What follows belongs to an exercise in optimizing a design on an open flow for small area; a production flow would make more cautious choices. In this exercise RTL edits were held to simulation tests only and were not proved equivalent to the original. Power is estimated from default activity; no workload was simulated.

==> violet: inputs <==
==> flow/design.v <==
package bpu_pkg;
  function automatic logic [1:0] sat_update(input logic [1:0] ctr, input logic taken);
    case (ctr)
      2'b00:   sat_update = taken ? 2'b01 : 2'b00;
      2'b01:   sat_update = taken ? 2'b10 : 2'b00;
      2'b10:   sat_update = taken ? 2'b11 : 2'b01;
      default: sat_update = taken ? 2'b11 : 2'b10;
    endcase
  endfunction
endpackage
module bpu_btb_table (
  input  logic        i_clk,
  input  logic        i_rst,
  input  logic [3:0]  i_rd_idx,
  input  logic [25:0] i_rd_tag,
  output logic        o_rd_hit,
  output logic        o_rd_ctr1,
  output logic [31:0] o_rd_target,
  input  logic        i_wr_train,    
  input  logic        i_wr_inval,    
  input  logic [3:0]  i_wr_idx,
  input  logic [25:0] i_wr_tag,
  input  logic        i_wr_taken,
  input  logic [31:0] i_wr_target
);
  logic [15:0] valid_q;
  logic [25:0] tag_q    [16];
  logic [31:0] target_q [16];
  logic [1:0]  ctr_q    [16];
  logic        wr_hit;
  logic [1:0]  wr_ctr;
  logic [1:0]  new_ctr;
  logic [15:0] rd_sel, wr_sel;
  logic        rd_valid, wr_valid;
  logic [25:0] rd_tag, wr_tag;
  logic [31:0] rd_target;
  logic        rd_ctr1;
  always_comb begin
    rd_valid  = 1'b0;
    rd_tag    = '0;
    rd_target = '0;
    rd_ctr1   = 1'b0;
    wr_valid  = 1'b0;
    wr_tag    = '0;
    wr_ctr    = '0;
    for (int i = 0; i < 16; i++) begin
      rd_sel[i] = (i_rd_idx == 4'(i));
      wr_sel[i] = (i_wr_idx == 4'(i));
      rd_valid  = rd_valid  | (rd_sel[i] & valid_q[i]);
      rd_tag    = rd_tag    | ({26{rd_sel[i]}} & tag_q[i]);
      rd_target = rd_target | ({32{rd_sel[i]}} & target_q[i]);
      rd_ctr1   = rd_ctr1   | (rd_sel[i] & ctr_q[i][1]);
      wr_valid  = wr_valid  | (wr_sel[i] & valid_q[i]);
      wr_tag    = wr_tag    | ({26{wr_sel[i]}} & tag_q[i]);
      wr_ctr    = wr_ctr    | ({2{wr_sel[i]}} & ctr_q[i]);
    end
  end
  assign o_rd_hit    = rd_valid && (rd_tag == i_rd_tag);
  assign o_rd_ctr1   = rd_ctr1;
  assign o_rd_target = rd_target;
  assign wr_hit  = wr_valid && (wr_tag == i_wr_tag);
  assign new_ctr = wr_hit ? bpu_pkg::sat_update(wr_ctr, i_wr_taken) : 2'b10;
  always_ff @(posedge i_clk) begin
    for (int i = 0; i < 16; i++) begin
      if (i_wr_idx == 4'(i)) begin
        if (i_wr_train && i_wr_taken) begin
          tag_q[i]    <= i_wr_tag;
          target_q[i] <= i_wr_target;
        end
        if (i_wr_train && (wr_hit || i_wr_taken)) begin
          ctr_q[i] <= new_ctr;
        end
      end
    end
    for (int i = 0; i < 16; i++) begin
      if (i_rst) begin
        valid_q[i] <= 1'b0;
      end else if (i_wr_idx == 4'(i)) begin
        if (i_wr_train && i_wr_taken) begin
          valid_q[i] <= 1'b1;
        end else if (i_wr_inval) begin
          valid_q[i] <= 1'b0;
        end
      end
    end
  end
endmodule
module bpu_2bit
#(
  parameter int unsigned IDX_BITS = 4
) (
  input  logic        i_clk,
  input  logic        i_rst,
  input  logic        i_stall,
  input  logic [31:0] i_if_pc,
  output logic        o_if_pred_taken,
  output logic [31:0] o_if_pred_target,
  output logic [31:0] o_next_pc,
  input  logic        i_ex_valid,
  input  logic        i_ex_is_branch,
  input  logic [31:0] i_ex_pc,
  input  logic        i_ex_pred_taken,
  input  logic [31:0] i_ex_pred_target,
  input  logic        i_ex_taken,
  input  logic [31:0] i_ex_target,
  output logic        o_flush,
  output logic [31:0] o_branch_cnt,
  output logic [31:0] o_mispred_cnt
);
  logic        rd_hit;
  logic        rd_ctr1;
  logic [31:0] rd_target;
  logic        br;
  logic        mis;
  logic [31:0] correct_pc;
  logic        pend_vld_q;
  logic [31:0] pend_pc_q;
  logic [31:0] branch_cnt_q;
  logic [31:0] mispred_cnt_q;
  bpu_btb_table u_table (
    .i_clk       (i_clk),
    .i_rst       (i_rst),
    .i_rd_idx    (i_if_pc[5:2]),
    .i_rd_tag    (i_if_pc[31:6]),
    .o_rd_hit    (rd_hit),
    .o_rd_ctr1   (rd_ctr1),
    .o_rd_target (rd_target),
    .i_wr_train  (br),
    .i_wr_inval  (i_ex_valid && !i_ex_is_branch && i_ex_pred_taken),
    .i_wr_idx    (i_ex_pc[5:2]),
    .i_wr_tag    (i_ex_pc[31:6]),
    .i_wr_taken  (i_ex_taken),
    .i_wr_target (i_ex_target)
  );
  assign br = i_ex_valid && i_ex_is_branch;
  assign mis = i_ex_valid &&
               ((i_ex_is_branch && (i_ex_pred_taken != i_ex_taken)) ||
                (i_ex_is_branch && i_ex_taken && i_ex_pred_taken &&
                 (i_ex_pred_target != i_ex_target)) ||
                (!i_ex_is_branch && i_ex_pred_taken));
  assign correct_pc = (i_ex_is_branch && i_ex_taken) ? i_ex_target : 32'(i_ex_pc + 32'd4);
  always_comb begin
    o_if_pred_taken  = rd_hit && rd_ctr1;
    o_if_pred_target = rd_hit ? rd_target : 32'd0;
    o_flush          = !i_stall && (mis || pend_vld_q);
    if (mis && !i_stall) begin
      o_next_pc = correct_pc;
    end else if (pend_vld_q && !i_stall) begin
      o_next_pc = pend_pc_q;
    end else if (o_if_pred_taken) begin
      o_next_pc = rd_target;
    end else begin
      o_next_pc = 32'(i_if_pc + 32'd4);
    end
    o_branch_cnt  = branch_cnt_q;
    o_mispred_cnt = mispred_cnt_q;
  end
  always_ff @(posedge i_clk) begin
    if (mis && i_stall) begin
      pend_pc_q <= correct_pc;
    end
    if (i_rst) begin
      pend_vld_q    <= 1'b0;
      branch_cnt_q  <= '0;
      mispred_cnt_q <= '0;
    end else begin
      pend_vld_q    <= i_stall && (mis || pend_vld_q);
      branch_cnt_q  <= 32'(branch_cnt_q + 32'(br));
      mispred_cnt_q <= 32'(mispred_cnt_q + 32'(mis));
    end
  end
endmodule
==> flow/flow/run.sh <==
#!/bin/bash
# Own flow: the standard layout (standard.sh) with two changes:
#  - synthesis through flow/my_synth.tcl (synth_recipe.tcl with an
#    area-oriented ABC script; registers are mapped as in the standard run),
#  - the extra ORFS settings below, given on make's command line.
set -euo pipefail
export MY_WORK_DIR=$PWD
export MY_FLOW_DIR=$PWD/flow
EXTRA="'BUFFER_PORTS_ARGS=-buffer_cell sky130_fd_sc_hd__buf_1' 'CTS_ARGS=-sink_clustering_enable -repair_clock_nets -dont_use_dummy_load -buf_list sky130_fd_sc_hd__clkbuf_8' "
sed -e "s#SYNTH_SCRIPT=[^ ]*#SYNTH_SCRIPT=$MY_FLOW_DIR/my_synth.tcl#" \
    -e "s#CLKGATE_MAP_FILE= #CLKGATE_MAP_FILE= $EXTRA#" standard.sh > my_standard.sh
grep -q "my_synth.tcl" my_standard.sh
bash my_standard.sh > flow_make.log 2>&1
==> flow/flow/abc_area.script <==
&get -n
&st
&dch
&nf -R 1000 -p -C 32 -F 8
&st
&dch
&nf -R 1000 -p -C 32 -F 8
&st
&dch
&nf -R 1000 -p -C 32 -F 8
&put
==> flow/flow/my_synth.tcl <==
# The standard synthesis (synth_recipe.tcl) with one change: ABC maps the
# combinational logic with an area-oriented script (delay-relaxed &nf) in
# place of ORFS's speed script. Registers are mapped before ABC and are
# untouched by this change.
set ::my_abc_script $::env(MY_FLOW_DIR)/abc_area.script
set ::my_synth_recipe $::env(MY_WORK_DIR)/synth_recipe.tcl
proc abc {args} {
  set i [lsearch -exact $args -script]
  if { $i >= 0 } { lset args [expr { $i + 1 }] $::my_abc_script }
  puts "abc with script $::my_abc_script"
  yosys abc {*}$args
}
source $::my_synth_recipe
==> flow/standard.sh <==
#!/bin/bash
# synth_recipe.tcl (not shown) runs the flow's synth.tcl, then flattens the netlist and writes it again
# the make line also repeats each setting of config.mk as NAME=value (left out here)
make -C /OpenROAD-flow-scripts/flow DESIGN_CONFIG=/design/flow/config.mk WORK_HOME=/design/flow/orfs CLKGATE_MAP_FILE= SYNTH_SCRIPT=/design/flow/synth_recipe.tcl "${@:-finish}"
==> flow/config.mk <==
export PLATFORM = sky130hd
export DESIGN_NAME = bpu_2bit
export DESIGN_NICKNAME = bpu_2bit
export VERILOG_FILES = /design/flow/design.v
export SDC_FILE = /design/flow/constraint.sdc
export NUM_CORES = 4
export LEC_CHECK = 0
export CAP_MARGIN = 20
export CORE_MARGIN = 2
export CORE_UTILIZATION = 55
export SETUP_SLACK_MARGIN = 0.1
export SLEW_MARGIN = 20
==> flow/constraint.sdc <==
create_clock -name core_clock -period 11.0 [get_ports {i_clk}]
set_input_delay 2.2000 -clock core_clock [delete_from_list [all_inputs] [get_ports {i_clk}]]
set_output_delay 2.2000 -clock core_clock [all_outputs]
set_load 0.01 [all_outputs]
==> inputs of pepper, as changes to violet <==
==> flow/design.v, changed modules only <==
module bpu_btb_table (
  input  logic        i_clk,
  input  logic        i_rst,
  input  logic [3:0]  i_rd_idx,
  input  logic [25:0] i_rd_tag,
  output logic        o_rd_hit,
  output logic        o_rd_ctr1,
  output logic [31:0] o_rd_target,
  input  logic        i_wr_train,    
  input  logic        i_wr_inval,    
  input  logic [3:0]  i_wr_idx,
  input  logic [25:0] i_wr_tag,
  input  logic        i_wr_taken,
  input  logic [31:0] i_wr_target
);
  logic [15:0] valid_q;
  logic [25:0] tag_q    [16];
  logic [31:0] target_q [16];
  logic [1:0]  ctr_q    [16];
  logic        wr_hit;
  logic [1:0]  wr_ctr;
  logic [1:0]  new_ctr;
  assign o_rd_hit    = valid_q[i_rd_idx] && (tag_q[i_rd_idx] == i_rd_tag);
  assign o_rd_ctr1   = ctr_q[i_rd_idx][1];
  assign o_rd_target = target_q[i_rd_idx];
  assign wr_hit  = valid_q[i_wr_idx] && (tag_q[i_wr_idx] == i_wr_tag);
  assign wr_ctr  = ctr_q[i_wr_idx];
  assign new_ctr = wr_hit ? bpu_pkg::sat_update(wr_ctr, i_wr_taken) : 2'b10;
  always_ff @(posedge i_clk) begin
    for (int i = 0; i < 16; i++) begin
      if (i_wr_idx == 4'(i)) begin
        if (i_wr_train && i_wr_taken) begin
          tag_q[i]    <= i_wr_tag;
          target_q[i] <= i_wr_target;
        end
        if (i_wr_train && (wr_hit || i_wr_taken)) begin
          ctr_q[i] <= new_ctr;
        end
      end
    end
    if (i_rst) begin
      valid_q <= '0;
    end else if (i_wr_train && i_wr_taken) begin
      valid_q[i_wr_idx] <= 1'b1;
    end else if (i_wr_inval) begin
      valid_q[i_wr_idx] <= 1'b0;
    end
  end
endmodule
==> flow/run.sh (new file) <==
#!/bin/bash
# synth_recipe.tcl (not shown) runs the flow's synth.tcl, then flattens the netlist and writes it again
# the make line also repeats each setting of config.mk as NAME=value (left out here)
make -C /OpenROAD-flow-scripts/flow DESIGN_CONFIG=/design/flow/config.mk WORK_HOME=/design/flow/orfs CLKGATE_MAP_FILE= SYNTH_SCRIPT=/design/flow/synth_recipe.tcl finish
Settings changed: CORE_UTILIZATION 55 to 40, SETUP_SLACK_MARGIN 0.1 to 0.4.
removed: flow/flow/run.sh
removed: flow/flow/abc_area.script
removed: flow/flow/my_synth.tcl
removed: flow/standard.sh
==> inputs of delta, as changes to violet <==
--- a/flow/flow/run.sh
+++ b/flow/flow/run.sh
@@ -8,3 +8,3 @@
 export MY_FLOW_DIR=$PWD/flow
-EXTRA="'BUFFER_PORTS_ARGS=-buffer_cell sky130_fd_sc_hd__buf_1' 'CTS_ARGS=-sink_clustering_enable -repair_clock_nets -dont_use_dummy_load -buf_list sky130_fd_sc_hd__clkbuf_8' "
+EXTRA="'BUFFER_PORTS_ARGS=-buffer_cell sky130_fd_sc_hd__buf_1' 'CTS_ARGS=-sink_clustering_enable -repair_clock_nets -dont_use_dummy_load -buf_list sky130_fd_sc_hd__clkbuf_8 -sink_clustering_size 13 -sink_clustering_max_diameter 75' "
 sed -e "s#SYNTH_SCRIPT=[^ ]*#SYNTH_SCRIPT=$MY_FLOW_DIR/my_synth.tcl#" \
==> flow/flow/abc_area.script (replaced) <==
&get -n
&st
&dch
&nf -R 1000 -p -C 32 -F 8
&st
&dch
&nf -R 1000 -p -C 32 -F 8
&st
&dch
&nf -R 1000 -p -C 32 -F 8
&st
&dch
&nf -R 1000 -p -C 32 -F 8
&st
&dch
&nf -R 1000 -p -C 32 -F 8
&put
Settings changed: CAP_MARGIN 20 to 5, CORE_UTILIZATION 55 to 66, SLEW_MARGIN 20 to 5.
==> flow_metrics.py <==
metrics = {
    "synthesis": {
        "synth_top_area_share": 0.693,
        "syn_area_per_cell_um2": 15.1,
        "synth.mux.area_fraction": 0,
        "synth_fa_ha_area_frac": 0.00349,
    },
    "placement": {
        "dp.cells": 4251,
    },
    "setup_path": {
        "r2r_cells": 10,
        "crit_fanout": 46,
        "endpoint": "o_next_pc[31]",
    },
    "power": {
        "p_seq_frac": 0.573,
    },
    "status": {
        "outcome": "no timing/DRC/antenna violations",
    },
    "routing": {
        "wl_met2_um": 73100,
        "drtIter0Drc": 8169,
        "drt_wl_total_um": 169000,
    },
    "grt": {
        "use_met3": 0.135,
    },
    "timing": {
        "finalCritPeriodShare": 0.939,
    },
}
The numbers above come from violet.

==> flow_metrics.py <==
metrics = {
    "synthesis": {
        "synth_fa_ha_area_frac": 0.00374,
        "syn_area_per_cell_um2": 15.2,
        "synth.mux.area_fraction": 0,
        "synth_top_area_share": 0.696,
    },
    "setup_path": {
        "crit_fanout": 48,
        "r2r_cells": 9,
        "endpoint": "o_next_pc[7]",
    },
    "routing": {
        "drt_wl_total_um": 161000,
        "drtIter0Drc": 9325,
        "wl_met2_um": 67400,
    },
    "timing": {
        "finalCritPeriodShare": 0.968,
    },
    "grt": {
        "use_met3": 0.191,
    },
    "status": {
        "outcome": "no timing/DRC/antenna violations",
    },
}
The numbers above come from delta.

==> flow_metrics.py <==
metrics = {
    "status": {
        "outcome": "no timing/DRC/antenna violations",
    },
    "setup_path": {
        "endpoint": "o_next_pc[30]",
        "crit_fanout": 35,
        "r2r_cells": 9,
        "r2r-end": "u_table.ctr_q[12][0]",
    },
    "synthesis": {
        "synth.mux.area_fraction": 0.0262,
        "synth_fa_ha_area_frac": 0.00340,
        "ys_seq_elements": 1073,
    },
    "routing": {
        "drtIter0Drc": 6920,
        "wl_met2_um": 88000,
        "drt_wl_total_um": 202000,
    },
    "timing": {
        "finalCritPeriodShare": 0.976,
    },
    "layout": {
        "multi_input_area_mm2": 0.0154,
    },
    "power": {
        "clk-power_mw": 3.89,
        "p_seq_frac": 0.484,
    },
    "grt": {
        "use_met3": 0.0811,
    },
}
The numbers above come from pepper.

==> separate check: timing with driven ports <==
No port has a modelled driver above. Below, the same layouts with a new extraction and two added sets of constraints. Step 1 assumes that a clkbuf_16 drives the clock port and a buf_2 every other input. Step 2, shift: input delay + t, output delay - t, t = (earliest + latest rising clock arrival at the registers) / 2. This alone moves slack from input paths to output paths. Slacks: ideal ports / drivers / drivers and shift; pairs: ideal ports / drivers.
| run | t (ns) | setup WS [ns] | latest minus earliest clock arrival (ns) | worst data-port slew with drivers (ns) |
|---|---|---|---|---|
| violet | 0.889 | 0.673 / 0.536 / 0.536 | 0.103 / 0.102 | 0.14 |
| pepper | 0.822 | 0.259 / 0.234 / 0.234 | 0.074 / 0.075 | 0.14 |
| delta | 0.786 | 0.354 / 0.324 / 0.324 | 0.069 / 0.069 | 0.10 |
After both steps setup and hold are still met in every run listed. For violet, which loses most, drivers alone change the setup slack by -0.137 ns; drivers and shift together by -0.137 ns.
